Background: an optimization exercise with open tools, aiming at small area. Do not read the settings as production practice. The RTL was checked by simulation tests, not by an equivalence proof against the original design. Power figures rest on the tool's default switching activity, not on a simulated workload.

==> design.v <==
`timescale 1ns/1ps
package vdp_port_pkg;
    typedef logic [7:0]  cpu_data_t;    
    typedef logic [18:0] vram_addr_t;   
    typedef logic [5:0]  reg_num_t;     
    typedef logic [7:0]  reg_ptr_t;     
    typedef logic [3:0]  cmd_op_t;      
    typedef enum logic [3:0] {
        PORT_VRAM     = 4'd0,
        PORT_PALETTE  = 4'd1,           
        PORT_CMD_DATA = 4'd2,           
        PORT_REG_DATA = 4'd3,
        PORT_REG_SEL  = 4'd4,
        PORT_STATUS   = 4'd5,
        PORT_INT_FLAG = 4'd6,
        PORT_SYS_CTRL = 4'd7
    } port_num_t;
    typedef enum logic [2:0] {
        VRAM_IDLE,
        VRAM_WR_ACK,                    
        VRAM_WR_DONE,                   
        VRAM_RD_ACK,                    
        VRAM_RD_DONE                    
    } vram_state_t;
endpackage
`timescale 1ns/1ps
module cpu_port_decode (
    input  logic                    CLK,
    input  logic                    RESET_n,
    input  logic                    CSR_n,
    input  logic                    CSW_n,
    input  vdp_port_pkg::port_num_t MODE,
    output logic                    vram_wr,
    output logic                    vram_rd,
    output logic                    reg_wr,
    output logic                    reg_rd,
    output logic                    ptr_wr,
    output logic                    status_rd,
    output logic                    int_wr,
    output logic                    int_rd,
    output logic                    sys_wr,
    output logic                    other_rd
);
    logic prev_csr_n;    
    logic prev_csw_n;
    logic rd_edge;
    logic wr_edge;
    always_ff @(posedge CLK or negedge RESET_n) begin
        if (!RESET_n) begin
            prev_csr_n <= 1'b1;
            prev_csw_n <= 1'b1;
        end else begin
            prev_csr_n <= CSR_n;
            prev_csw_n <= CSW_n;
        end
    end
    assign rd_edge = prev_csr_n & ~CSR_n;   
    assign wr_edge = prev_csw_n & ~CSW_n;
    always_comb begin
        vram_wr   = 1'b0;
        vram_rd   = 1'b0;
        reg_wr    = 1'b0;
        reg_rd    = 1'b0;
        ptr_wr    = 1'b0;
        status_rd = 1'b0;
        int_wr    = 1'b0;
        int_rd    = 1'b0;
        sys_wr    = 1'b0;
        other_rd  = 1'b0;
        case (MODE)
            vdp_port_pkg::PORT_VRAM: begin
                vram_wr = wr_edge;
                vram_rd = rd_edge;
            end
            vdp_port_pkg::PORT_REG_DATA: begin
                reg_wr = wr_edge;
                reg_rd = rd_edge;
            end
            vdp_port_pkg::PORT_REG_SEL: begin
                ptr_wr   = wr_edge;
                other_rd = rd_edge;   
            end
            vdp_port_pkg::PORT_STATUS:   status_rd = rd_edge;   
            vdp_port_pkg::PORT_INT_FLAG: begin
                int_wr = wr_edge;
                int_rd = rd_edge;
            end
            vdp_port_pkg::PORT_SYS_CTRL: begin
                sys_wr   = wr_edge;
                other_rd = rd_edge;
            end
            vdp_port_pkg::PORT_PALETTE, vdp_port_pkg::PORT_CMD_DATA: other_rd = rd_edge;   
            default: other_rd = rd_edge;
        endcase
    end
endmodule
`timescale 1ns/1ps
module vdp_register_file (
    input  logic                     CLK,
    input  logic                     RESET_n,
    input  logic                     reg_wr,
    input  logic                     reg_rd,
    input  logic                     ptr_wr,
    input  logic                     vram_wr,
    input  logic                     vram_rd,
    input  vdp_port_pkg::cpu_data_t  CD_IN,
    output vdp_port_pkg::cpu_data_t  reg_rdata,
    output vdp_port_pkg::vram_addr_t vram_waddr,
    output vdp_port_pkg::vram_addr_t vram_raddr,
    output logic [2:0]               int_enable,
    output logic                     cmd_start,
    output vdp_port_pkg::cmd_op_t    cmd_op
);
    vdp_port_pkg::cpu_data_t  regs [0:64-1];
    vdp_port_pkg::reg_ptr_t   ptr;             
    vdp_port_pkg::reg_num_t   reg_idx;
    vdp_port_pkg::reg_num_t   reg_idx_next;
    vdp_port_pkg::vram_addr_t waddr_inc;
    vdp_port_pkg::vram_addr_t raddr_inc;
    logic       waddr_ih;        
    logic       raddr_ih;
    assign reg_idx      = ptr[5:0];
    assign reg_idx_next = reg_idx + 6'd1;    
    assign vram_waddr = {regs[6'd2][2:0], regs[6'd1], regs[6'd0]};
    assign vram_raddr = {regs[6'd5][2:0], regs[6'd4], regs[6'd3]};
    assign waddr_inc  = vram_waddr + 19'd1;
    assign raddr_inc  = vram_raddr + 19'd1;
    assign waddr_ih   = regs[6'd2][7];
    assign raddr_ih   = regs[6'd5][7];
    assign reg_rdata = regs[reg_idx];    
    assign int_enable = {regs[6'd9][2],
                         regs[6'd9][1],
                         regs[6'd9][0]};
    assign cmd_op = regs[6'd52][7:4];
    always_ff @(posedge CLK or negedge RESET_n) begin
        if (!RESET_n) begin
            for (int i = 0; i < 64; i++) begin
                regs[i] <= '0;
            end
        end else if (reg_wr) begin
            regs[reg_idx] <= CD_IN;              
        end else if (vram_wr && !waddr_ih) begin
            regs[6'd0]      <= waddr_inc[7:0];
            regs[6'd1]      <= waddr_inc[15:8];
            regs[6'd2][2:0] <= waddr_inc[18:16];
        end else if (vram_rd && !raddr_ih) begin
            regs[6'd3]      <= raddr_inc[7:0];
            regs[6'd4]      <= raddr_inc[15:8];
            regs[6'd5][2:0] <= raddr_inc[18:16];
        end
    end
    always_ff @(posedge CLK or negedge RESET_n) begin
        if (!RESET_n) begin
            ptr <= '0;
        end else if (ptr_wr) begin
            ptr <= CD_IN;
        end else if (reg_wr && !ptr[7]) begin
            ptr <= {ptr[7:6], reg_idx_next};
        end else if (reg_rd && !ptr[6]) begin
            ptr <= {ptr[7:6], reg_idx_next};
        end
    end
    always_ff @(posedge CLK or negedge RESET_n) begin
        if (!RESET_n) begin
            cmd_start <= 1'b0;
        end else begin
            cmd_start <= reg_wr && (reg_idx == 6'd52);
        end
    end
endmodule
`timescale 1ns/1ps
module vram_access (
    input  logic                     CLK,
    input  logic                     RESET_n,
    input  logic                     vram_wr,
    input  logic                     vram_rd,
    input  vdp_port_pkg::vram_addr_t vram_waddr,
    input  vdp_port_pkg::vram_addr_t vram_raddr,
    input  vdp_port_pkg::cpu_data_t  CD_IN,
    output logic                     vram_we_n,
    output logic                     vram_oe_n,
    output vdp_port_pkg::vram_addr_t vram_addr,
    output vdp_port_pkg::cpu_data_t  vram_din,
    input  vdp_port_pkg::cpu_data_t  vram_dout,
    input  logic                     vram_busy,
    output logic                     vram_done,
    output vdp_port_pkg::cpu_data_t  vram_rdata
);
    vdp_port_pkg::vram_state_t state;
    always_ff @(posedge CLK or negedge RESET_n) begin
        if (!RESET_n) begin
            state     <= vdp_port_pkg::VRAM_IDLE;
            vram_we_n <= 1'b1;
            vram_oe_n <= 1'b1;
            vram_done <= 1'b0;
        end else begin
            vram_done <= 1'b0;                       
            case (state)
                vdp_port_pkg::VRAM_IDLE: begin
                    if (vram_wr) begin
                        vram_we_n <= 1'b0;
                        state     <= vdp_port_pkg::VRAM_WR_ACK;
                    end else if (vram_rd) begin
                        vram_oe_n <= 1'b0;
                        state     <= vdp_port_pkg::VRAM_RD_ACK;
                    end
                end
                vdp_port_pkg::VRAM_WR_ACK: if (vram_busy) begin    
                    vram_we_n <= 1'b1;
                    state     <= vdp_port_pkg::VRAM_WR_DONE;
                end
                vdp_port_pkg::VRAM_WR_DONE: if (!vram_busy) begin
                    vram_done <= 1'b1;
                    state     <= vdp_port_pkg::VRAM_IDLE;
                end
                vdp_port_pkg::VRAM_RD_ACK: if (vram_busy) begin
                    vram_oe_n <= 1'b1;
                    state     <= vdp_port_pkg::VRAM_RD_DONE;
                end
                vdp_port_pkg::VRAM_RD_DONE: if (!vram_busy) begin  
                    vram_done <= 1'b1;
                    state     <= vdp_port_pkg::VRAM_IDLE;
                end
                default: state <= vdp_port_pkg::VRAM_IDLE;
            endcase
        end
    end
    always_ff @(posedge CLK or negedge RESET_n) begin
        if (!RESET_n) begin
            vram_addr  <= '0;
            vram_din   <= '0;
            vram_rdata <= '0;
        end else begin
            if (state == vdp_port_pkg::VRAM_IDLE && vram_wr) begin
                vram_addr <= vram_waddr;             
                vram_din  <= CD_IN;
            end else if (state == vdp_port_pkg::VRAM_IDLE && vram_rd) begin
                vram_addr <= vram_raddr;
            end
            if (state == vdp_port_pkg::VRAM_RD_DONE && !vram_busy) begin
                vram_rdata <= vram_dout;
            end
        end
    end
endmodule
`timescale 1ns/1ps
module interrupt_flags (
    input  logic                    CLK,
    input  logic                    RESET_n,
    input  logic                    int_wr,
    input  vdp_port_pkg::cpu_data_t CD_IN,
    input  logic                    ce_event,
    input  logic                    hi_event,
    input  logic                    vi_event,
    input  logic [2:0]              int_enable,
    output vdp_port_pkg::cpu_data_t int_rdata,
    output logic                    INT0_n,
    output logic                    INT1_n
);
    logic [2:0] flags;       
    logic [2:0] events;
    logic [2:0] clr;
    assign events = {ce_event, hi_event, vi_event};
    assign clr = int_wr ? {CD_IN[2], CD_IN[1], CD_IN[0]} : 3'b000;
    always_ff @(posedge CLK or negedge RESET_n) begin
        if (!RESET_n) begin
            flags <= 3'b000;
        end else begin
            flags <= (flags | events) & ~clr;    
        end
    end
    assign int_rdata = {5'b00000, flags | events};   
    assign INT0_n = !((flags[2] && int_enable[2]) ||
                      (flags[0] && int_enable[0]));
    assign INT1_n = !(flags[1] && int_enable[1]);
endmodule
`timescale 1ns/1ps
module cpu_port_top (
    input  logic                     CLK,
    input  logic                     RESET_n,
    input  logic                     CSR_n,
    input  logic                     CSW_n,
    input  vdp_port_pkg::port_num_t  MODE,
    input  vdp_port_pkg::cpu_data_t  CD_IN,
    output vdp_port_pkg::cpu_data_t  CD_OUT,
    output logic                     WAIT_n,
    output logic                     INT0_n,
    output logic                     INT1_n,
    output logic                     vram_we_n,
    output logic                     vram_oe_n,
    output vdp_port_pkg::vram_addr_t vram_addr,
    output vdp_port_pkg::cpu_data_t  vram_din,
    input  vdp_port_pkg::cpu_data_t  vram_dout,
    input  logic                     vram_busy,
    input  logic                     stat_tr,
    input  logic                     stat_vr,
    input  logic                     stat_hr,
    input  logic                     stat_bd,
    input  logic                     stat_eo,
    input  logic                     stat_ce,
    input  logic                     ce_event,
    input  logic                     hi_event,
    input  logic                     vi_event,
    output logic                     srs,
    output logic                     mcs,
    output logic                     cmd_start,
    output vdp_port_pkg::cmd_op_t    cmd_op
);
    logic       vram_wr, vram_rd, reg_wr, reg_rd, ptr_wr;
    logic       status_rd, int_wr, int_rd, sys_wr, other_rd;
    logic       vram_wr_go, vram_rd_go;      
    logic       vram_done;
    logic       vram_rd_pend;                
    logic [2:0] int_enable;
    vdp_port_pkg::cpu_data_t  reg_rdata, int_rdata, vram_rdata, status_byte;
    vdp_port_pkg::vram_addr_t vram_waddr, vram_raddr;
    cpu_port_decode u_decode (
        .CLK, .RESET_n, .CSR_n, .CSW_n, .MODE,
        .vram_wr, .vram_rd, .reg_wr, .reg_rd, .ptr_wr,
        .status_rd, .int_wr, .int_rd, .sys_wr, .other_rd
    );
    assign vram_wr_go = vram_wr && WAIT_n;
    assign vram_rd_go = vram_rd && WAIT_n;
    vdp_register_file u_regs (
        .CLK, .RESET_n, .reg_wr, .reg_rd, .ptr_wr,
        .vram_wr(vram_wr_go), .vram_rd(vram_rd_go), .CD_IN,
        .reg_rdata, .vram_waddr, .vram_raddr, .int_enable, .cmd_start, .cmd_op
    );
    vram_access u_vram (
        .CLK, .RESET_n, .vram_wr(vram_wr_go), .vram_rd(vram_rd_go),
        .vram_waddr, .vram_raddr, .CD_IN,
        .vram_we_n, .vram_oe_n, .vram_addr, .vram_din, .vram_dout, .vram_busy,
        .vram_done, .vram_rdata
    );
    interrupt_flags u_int (
        .CLK, .RESET_n, .int_wr, .CD_IN, .ce_event, .hi_event, .vi_event,
        .int_enable, .int_rdata, .INT0_n, .INT1_n
    );
    always_ff @(posedge CLK or negedge RESET_n) begin
        if (!RESET_n) begin
            srs <= 1'b0;
            mcs <= 1'b0;
        end else if (sys_wr) begin
            srs <= CD_IN[1];
            mcs <= CD_IN[0];
        end
    end
    assign status_byte = {stat_tr, stat_vr, stat_hr, stat_bd, 1'b0, mcs, stat_eo, stat_ce};
    always_ff @(posedge CLK or negedge RESET_n) begin
        if (!RESET_n) begin
            WAIT_n       <= 1'b1;
            vram_rd_pend <= 1'b0;
        end else if (vram_done) begin
            WAIT_n       <= 1'b1;
            vram_rd_pend <= 1'b0;
        end else if (vram_wr_go || vram_rd_go) begin
            WAIT_n       <= 1'b0;
            vram_rd_pend <= vram_rd_go;
        end
    end
    always_ff @(posedge CLK or negedge RESET_n) begin
        if (!RESET_n) begin
            CD_OUT <= 8'hFF;
        end else if (vram_done && vram_rd_pend) begin
            CD_OUT <= vram_rdata;            
        end else if (reg_rd) begin
            CD_OUT <= reg_rdata;
        end else if (status_rd) begin
            CD_OUT <= status_byte;
        end else if (int_rd) begin
            CD_OUT <= int_rdata;
        end else if (other_rd) begin
            CD_OUT <= 8'hFF;
        end
    end
endmodule
==> run.sh <==
#!/bin/bash
# synth_recipe.tcl (not shown) runs the flow's synth.tcl, then flattens the netlist and writes it again
# the make line also repeats each setting of config.mk as NAME=value (left out here)
make -C /OpenROAD-flow-scripts/flow DESIGN_CONFIG=/design/flow/config.mk WORK_HOME=/design/flow/orfs CLKGATE_MAP_FILE= SYNTH_SCRIPT=/design/flow/synth_recipe.tcl finish
==> config.mk <==
export PLATFORM = sky130hd
export DESIGN_NAME = cpu_port_top
export DESIGN_NICKNAME = cpu_port_top
export VERILOG_FILES = /design/flow/design.v
export SDC_FILE = /design/flow/constraint.sdc
export NUM_CORES = 4
export LEC_CHECK = 0
export CAP_MARGIN = 20
export CORE_MARGIN = 2
export CORE_UTILIZATION = 40
export SLEW_MARGIN = 20
==> constraint.sdc <==
create_clock -name core_clock -period 10.0 [get_ports {CLK}]
set_input_delay 2.0000 -clock core_clock [delete_from_list [all_inputs] [get_ports {CLK}]]
set_output_delay 2.0000 -clock core_clock [all_outputs]
set_load 0.01 [all_outputs]
==> notes.md <==
- Minimum hold slack: between 0.4 and 0.5 ns
- Maximum operating frequency: about 210 MHz
* Fraction of registers with async set/reset: 100%
- For this configuration, the core starts out at a cell density of 40.4%.
* Avg Inst Size Synth: 12.0 um^2
- Clock insertion delay at the later pin of the skew report: around 0.62 ns
- Minimum clock period: roughly 4.8 ns
* Share of the cycle needed by the critical path after routing: between 40% and 50%
- Worst Setup End Kind: register
- Buffers inserted during clock tree synthesis total 68.
- Number of maximum-capacitance constraint violations: 0
- Leakage power: around 0.015 uW
- The clock passes through at most 3 buffers.
- Reg2reg setup slack: ~5.5 ns
* Element type at the critical path start: input pin
- Worst Hold Launch: u_vram.vram_done
* Dominant register cell in the synthesized netlist: sky130_fd_sc_hd__dfrtp_1
* Rel. slew slack: 14.8%
- Setup slack on the critical path of the routed design comes to approximately 5.2 ns.
- Total of flip-flops plus latches after synthesis: a little under 600
- Entering global routing, the biggest net connects about 180 pins.
- In this run the cell area of the synthesized design comes to about 0.027 mm^2.
- Setup violations remaining at the end of the flow were counted as 0.
- For this design, the sink count on the clock tree is ~580.
- Final Util: 46.4%
- When the netlist entered floorplanning its net count stood at ~2300.
- Largest fanout on the critical path: slightly above 50
* Area added between synthesis and finish: 14.7%
- Worst Reg2Reg Path Length in Cells: 10
- Kind of critical path: in2reg
- Capture instance of the worst register-to-register path: CD_OUT[1]
- Data arrives at the worst endpoint at approximately 5.3 ns.
* Aggregate global routing overflow: 0
- The detailed router finished its first iteration with 2560 violations.
- Syn Inst Count: 2259
- In this run the count of I/O pins placed on the die edge is a little over 80.
- Last weighted congestion value of the routability-driven placer: about 0.99
- Setup repair after global routing missed its margin: false
- The die covers approximately 0.07 mm^2.
- TritonCTS clock tree: done
- In this run the worst hold path is classified as reg2reg.
* Seq/Total Area, Yosys: around 53%
- The routed layout has around 21000 vias.
- The path with the worst hold slack has its endpoint at vram_rd_pend.
- Vertical die dimension: between 200 and 300 um
- Count of buffers from port buffering: 80
* Detailed-placement wirelength estimate: 70500 um
- In the final layout, the share of cells above drive strength 1 is a little under a third.
- The die is around 260 um wide.
* Required time of the critical path: 10.50 ns
- For the final database, setup skew stands at approximately 0.022 ns.
* Final Max Tran Viols: 0
* Worst IR Drop VDD: approximately 150 uV
* Remaining number of nets flagged by the antenna check after routing: 0
* Power per cell area: just over 200 mW/mm^2
* Footprint of the flip-flops and latches: roughly 0.015 mm^2
* Clock transition at the registers of the reported paths: roughly 0.05 ns
* Synth Warn #: 6
* Site row count: 95
- Count of endpoints failing hold in the final timing report: 0
* Worst Max-Slew Pin Slew: 1.27 ns
- Initial DRT Pass Iterations: 12
- The number of global-route vias before repair came to between 20000 and 25000.
* Number of enable-type register cells in the synthesized netlist: 0
- For the final routed database, the setup TNS stands at 0 ns.
- The library cell used most frequently in the layout, excluding fill and tap cells, is sky130_fd_sc_hd__dfrtp_1.
- Placement-stage worst setup slack: ~4.7 ns
* Status: timing/DRC/antenna clean
- In this run the critical register-to-register path is launched from u_regs.ptr[3].
* Routed wirelength normalized by instance count: 32.7 um
- Counting the fill cells in the layout gives 6091.
- The core region is 0.0673 mm^2.
* Overall global routing resource usage: between 30% and 40%
- Post-CTS sizing: 0
- The finished layout holds between 3000 and 4000 standard cells, fillers aside.
- Number of buffers added to fix hold violations after cts: 0
- Along the worst hold path, the cell count comes to 1.
- In this run the post-CTS setup repair buffer count came out at 0.
- Multi-input gate area in the final layout: between 0.01 and 0.015 mm^2
- Summed over all layers, the routed wires come to about 110000 um.
- Total Nets Final: ~2300
- In the layout the commonest cells are sky130_fd_sc_hd__dfrtp_1 (563), sky130_fd_sc_hd__mux2_2 (500), sky130_fd_sc_hd__nor2_1 (123), sky130_fd_sc_hd__nand2_1 (113), sky130_fd_sc_hd__a22oi_1 (104).
* Global-route wire length before repair: between 150000 and 200000 um
* Inst Count DP: roughly 3100
- Level count of the clock H-tree: 3
- Initial antenna violation count: 4
* Remaining DRCs: 0
- Using the TritonRoute via totals, the vias-per-cell ratio works out to 6.58.
- The number of different library cells used by synthesis comes to 74.
- Cell chosen for the clock root: sky130_fd_sc_hd__clkbuf_16
[state kept, by name (all words and copies together) (netlist names)]
register	flops
u_regs.regs	512
u_vram.vram_addr	19
CD_OUT	8
u_regs.ptr	8
u_vram.vram_din	8
u_vram.vram_rdata	8
u_int.flags	3
u_vram.state	3
WAIT_n	1
mcs	1
srs	1
u_decode.prev_csr_n	1
u_decode.prev_csw_n	1
u_regs.cmd_start	1
u_vram.vram_done	1
u_vram.vram_oe_n	1
u_vram.vram_we_n	1
vram_rd_pend	1
[layer usage]
layer	share of wire (%)	vias to the layer above	wire length, um	track usage [%]
met4	6.4	2	6820	16.0
met3	10	313	10900	7.50
met2	43	1258	45600	44.3
met5	0.012	-	13	0
met1	40	11000	42400	40.9
li1	-	8632	-	-
[critical path: stages]
cell and delay [ns]:
sky130_fd_sc_hd__clkdlybuf4s50_1 0.60, sky130_fd_sc_hd__and4bb_2 0.36, sky130_fd_sc_hd__nand2_1 0.08, sky130_fd_sc_hd__buf_4 0.32, sky130_fd_sc_hd__nor2_2 0.81, sky130_fd_sc_hd__nand3_1 0.60
sky130_fd_sc_hd__mux2_2 0.46
[cells by family (layout without fill, tap and decap cells)]
family	count (synthesis)	in the layout	share of synthesized area, %
buffers and inverters	178	275	2.62
adder cells (fa/ha/maj)	6	6	0.276
other	0	2	0
flip-flops	579	579	53.3
multiplexers	535	535	22.0
AO/OA/AOI/OAI	483	483	12.8
AND/OR/NAND/NOR	470	470	8.66
XOR/XNOR	8	8	0.258
[Yosys cell counts, types with 6 or more instances]
| cell type | number | area [um^2] |
|---|---|---|
| sky130_fd_sc_hd__xnor2_1 | 6 | 52.6 |
| sky130_fd_sc_hd__a22o_1 | 17 | 149 |
| sky130_fd_sc_hd__ha_1 | 6 | 75.1 |
| sky130_fd_sc_hd__a41oi_1 | 6 | 52.6 |
| sky130_fd_sc_hd__clkbuf_1 | 128 | 480 |
| sky130_fd_sc_hd__o22ai_1 | 11 | 68.8 |
| sky130_fd_sc_hd__nor2b_1 | 11 | 68.8 |
| sky130_fd_sc_hd__nand2_1 | 113 | 424 |
| sky130_fd_sc_hd__mux2i_1 | 35 | 350 |
| sky130_fd_sc_hd__mux2_2 | 500 | 5630 |
| sky130_fd_sc_hd__a2111oi_0 | 7 | 61.3 |
| sky130_fd_sc_hd__a211oi_1 | 9 | 67.6 |
| sky130_fd_sc_hd__a32o_1 | 8 | 80.1 |
| sky130_fd_sc_hd__buf_2 | 15 | 75.1 |
| sky130_fd_sc_hd__buf_1 | 19 | 71.3 |
| sky130_fd_sc_hd__nand4_1 | 42 | 263 |
| sky130_fd_sc_hd__nand3_1 | 51 | 255 |
| sky130_fd_sc_hd__o22a_1 | 27 | 236 |
| sky130_fd_sc_hd__a31oi_1 | 22 | 138 |
| sky130_fd_sc_hd__nor2_1 | 129 | 484 |
| sky130_fd_sc_hd__o32ai_1 | 12 | 105 |
| sky130_fd_sc_hd__o21ai_0 | 57 | 285 |
| sky130_fd_sc_hd__nor3b_1 | 6 | 45.0 |
| sky130_fd_sc_hd__a22oi_1 | 104 | 781 |
| sky130_fd_sc_hd__inv_1 | 10 | 37.5 |
| sky130_fd_sc_hd__and3_1 | 32 | 200 |
| sky130_fd_sc_hd__nand2b_1 | 10 | 62.6 |
| sky130_fd_sc_hd__or4_1 | 12 | 90.1 |
| sky130_fd_sc_hd__a221oi_1 | 19 | 166 |
| sky130_fd_sc_hd__nand3b_1 | 12 | 90.1 |
| sky130_fd_sc_hd__a32oi_1 | 60 | 526 |
| sky130_fd_sc_hd__dfrtp_1 | 566 | 14200 |
| sky130_fd_sc_hd__dfstp_2 | 13 | 342 |
| sky130_fd_sc_hd__a21oi_1 | 85 | 425 |
| sky130_fd_sc_hd__and2_1 | 8 | 50.1 |
| sky130_fd_sc_hd__nor3_1 | 13 | 65.1 |
[area by class of cell]
cell class	instances	share of cell area [%]
inverter	10	0.120
antenna	2	0.0160
sequential	579	46.5
tap	873	3.50
clock buffer	112	6.83
timing repair buffer	140	3.96
multi-input combinational	1502	38.6
clock inverter	13	0.473
[worst max path at each step]
stage / cells after the start / slack (ns) / to / from
floorplan: 8 / 5.97 / u_regs.regs[3][0] / MODE[1]
global placement: 8 / 4.78 / u_regs.regs[4][5] / MODE[0]
detailed placement: 8 / 4.66 / u_regs.regs[4][7] / MODE[0]
CTS: 8 / 5.29 / u_regs.regs[4][7] / MODE[0]
global route: 7 / 5.18 / u_regs.regs[6][6] / CSW_n
finish: 7 / 5.23 / u_regs.regs[6][1] / MODE[0]
[power breakdown]
group	leakage [uW]	total (uW)	internal, uW	switching [uW]
Combinational	0.00557	1250	341	908
Clock	0.00112	2530	1510	1020
Sequential	0.00797	2580	2460	117
[stage by stage]
stage / power [uW] / cell area, um^2
6_report: 6360 / 31200
5_1_grt: 6530 / 31200
4_1_cts: 6340 / 31200
3_5_place_dp: 3820 / 28900
3_3_place_gp: 3800 / 28900
2_1_floorplan: 3210 / 27200

[separate check: timing with driven ports]
How much do the figures lean on ideal ports? The routed layout below was timed once more, with nothing changed but the port constraints.
Step 1 sets driving cells, clkbuf_16 on the clock port and buf_2 on the other inputs (assumed; they add their load-dependent delay and slew).
Step 2 also shifts input and output timing later by t, the mid clock arrival at the registers, as if the neighbouring blocks saw the same clock.
a / b / c = ideal / step 1 / step 2; a / b = the first two.
shift t [ns]: 0.671
setup slack, ns: 5.230 / 5.262 / 4.591
worst setup path after step 2: input to register
latest minus earliest clock arrival (ns): 0.025 / 0.024
worst slew at a driven data input, ns: 0.06
After both steps setup and hold are still met in this run. For this run, drivers alone change the setup slack by +0.032 ns; drivers and shift together by -0.639 ns.
